Context: an optimization exercise on an open-source flow, tuned for small area, a short achievable clock period and few clock cycles per item. The choices shown serve that exercise and are no tape-out recipe. The RTL was checked by simulation tests, not by an equivalence proof against the original design. No activity file was given, so power comes from the tool's default toggle rates.

== before ==
==> flow/design.v (excerpt) <==
module ising_metropolis_spin_update #(
  parameter int SIDE      = 32,
  parameter int PROB_BITS = 16
) (
  input  logic        clk,
  input  logic        rst_n,
  input  logic        in_tvalid,
  output logic        in_tready,
  input  logic [31:0] in_tdata,    
  input  logic [1:0]  in_tuser,    
  output logic        out_tvalid,
  input  logic        out_tready,
  output logic [39:0] out_tdata,   
  input  logic        cfg_we,
  input  logic        cfg_index,
  input  logic [15:0] cfg_wdata
);
Size: ~1200 flip-flops, ~98 I/O pins, ~52000 um^2 of cells after synthesis.
export LEC_CHECK = 0
export ABC_CLOCK_PERIOD_IN_PS = 2500
export CAP_MARGIN = 10
export CORE_MARGIN = 2
export CORE_UTILIZATION = 55
export CTS_CLUSTER_DIAMETER = 90
export CTS_CLUSTER_SIZE = 25
export SETUP_SLACK_MARGIN = 5
export SLEW_MARGIN = 10
create_clock -name core_clock -period 9.0 [get_ports {clk}]
standard.sh (not shown) runs the stock make flow with config.mk's settings and CLKGATE_MAP_FILE= SYNTH_SCRIPT=/design/flow/synth_recipe.tcl, a recipe that flattens the netlist after the stock synthesis.
==> flow/flow/run.sh <==
#!/bin/bash
set -euo pipefail
for step in synth floorplan place cts route finish; do
  bash standard.sh SETUP_SLACK_MARGIN=6 "$step" > "flow_${step}.log" 2>&1
done
Testbench counts of before, summed over its fixed seeds: cycles 12,032, items 12,000.
diff inputs: before => after
- CAP_MARGIN now 20, was 10
- SLEW_MARGIN now 20, was 10
==> flow/flow/run.sh <==
#!/bin/bash
set -euo pipefail
for step in synth floorplan place cts route finish; do
  bash standard.sh SETUP_SLACK_MARGIN=6.1 "$step" > "flow_${step}.log" 2>&1
done
### Flow results
Diff before -> after: static leakage power higher, number of fillers in the final layout has decreased, routed wire length increased by 3.7% relative to the old numbers, fraction of area in multi-input gates neither gained nor lost much.
Looking at classification of the worst setup path, the reg -> out result is from after; the reg -> reg one comes from before.
after vs. before: portion of total power attributed to the clock network went down by 0.2 points.

---

## willow
ising_metropolis_spin_update again, from the RTL that the note above started with.
Design ising_metropolis_spin_update, start of the top module:
module ising_metropolis_spin_update #(
  parameter int SIDE      = 32,
  parameter int PROB_BITS = 16
) (
  input  logic        clk,
  input  logic        rst_n,
  input  logic        in_tvalid,
  output logic        in_tready,
  input  logic [31:0] in_tdata,    
  input  logic [1:0]  in_tuser,    
  output logic        out_tvalid,
  input  logic        out_tready,
  output logic [39:0] out_tdata,   
  input  logic        cfg_we,
  input  logic        cfg_index,
  input  logic [15:0] cfg_wdata
);
export LEC_CHECK = 0
export ABC_CLOCK_PERIOD_IN_PS = 2500
export CAP_MARGIN = 20
export CORE_MARGIN = 2
export CORE_UTILIZATION = 50
export CTS_CLUSTER_DIAMETER = 90
export CTS_CLUSTER_SIZE = 25
export SETUP_SLACK_MARGIN = 5
export SLEW_MARGIN = 20
create_clock -name core_clock -period 9.0 [get_ports {clk}]
==> flow/flow/run.sh <==
#!/bin/bash
set -euo pipefail
for step in synth floorplan place cts route finish; do
  bash standard.sh SETUP_SLACK_MARGIN=6 "$step" > "flow_${step}.log" 2>&1
done
willow ended with every stage complete and zero timing, DRC or antenna violations.
Testbench counts of willow, summed over its fixed seeds: cycles 12,032, items 12,000.
Here is what was changed in the inputs of tundra compared with willow.
-- flow/config.mk --
<<< willow, line 9
export CAP_MARGIN = 20
export CORE_MARGIN = 2
export CORE_UTILIZATION = 50
export CTS_CLUSTER_DIAMETER = 90
export CTS_CLUSTER_SIZE = 25
>>> tundra, line 9
export CAP_MARGIN = 20
export CORE_MARGIN = 2
export CORE_UTILIZATION = 55
export CTS_CLUSTER_DIAMETER = 90
export CTS_CLUSTER_SIZE = 25
==> summary.txt <==
- Compared to willow, tundra has net count of the finished layout about 0.43% lower.
- Global-route wire length before repair ends up lower on tundra.
- willow has a lower power in sequential cells than tundra.
- The global-route usage over all layers of tundra exceeds that of willow by 2.1 points.
- In tundra, the number of resized instances in the post-cts repair step came out about 3.3% below the value in willow.
- | routed wire length | tundra vs willow | ≈ equal |
- Between tundra and willow, it is tundra whose growth of design area from synthesis to finish is lower, by 1.0 points.
- Comparing the two runs side by side, tundra comes out ahead of willow on summed area of non-filler cells in the final layout.
- tundra vs. willow: period utilization lost 0.77 points; number of fillers in the final layout decreased about 13%.
The inputs of violet differ from those of tundra as listed below.
==> flow/flow/run.sh <==
#!/bin/bash
set -euo pipefail
bash standard.sh SETUP_SLACK_MARGIN=6 finish > standard_make.log 2>&1
### Flow results
From tundra to violet, XOR/XNOR share of the synthesized area did not move at all. Comparing tundra against violet, there is no change at all in post-route met1 wirelength. Comparing tundra against violet, there is no change at all in post-synthesis area per instance. Reported for violet and tundra, number of instances resized during post-cts repair turned out identical to the last digit. The sequential share of layout area was comparable across violet and tundra. Changes observed in violet relative to tundra: count of clock-buffer cells in the layout closely matched the old numbers, net total in the final layout closely matched the old numbers, internal power summed over all cells closely matched the old numbers. On first-iteration DRC count, violet and tundra are neck and neck.

-- re-timing with driven ports --
How much do the figures lean on ideal ports? The routed layouts below were timed once more, with nothing changed but the port constraints. Step 1, drivers: a clkbuf_16 drives clk and a buf_2 each remaining input, both assumed. Step 2, shift: input delay + t, output delay - t, t = (earliest + latest rising clock arrival at the registers) / 2. This alone moves slack from input paths to output paths. Three values: no drivers, after step 1, after step 2; two values: the first two.
| run | t (ns) | setup WS [ns] | worst setup path after step 2 | worst data-port slew with drivers (ns) | cell pins on the clock port's net |
|---|---|---|---|---|---|
| before | 0.754 | 5.999 / 5.944 / 5.324 | input to register | 0.08 | 1 |
| after | 0.756 | 6.023 / 5.945 / 5.427 | input to register | 0.08 | 1 |
| willow | 0.750 | 5.945 / 5.876 / 5.336 | input to register | 0.08 | 1 |
| tundra | 0.762 | 6.015 / 5.943 / 5.340 | input to register | 0.08 | 1 |
| violet | 0.762 | 6.015 / 5.943 / 5.340 | input to register | 0.08 | 1 |
After both steps setup and hold are still met in every run listed.
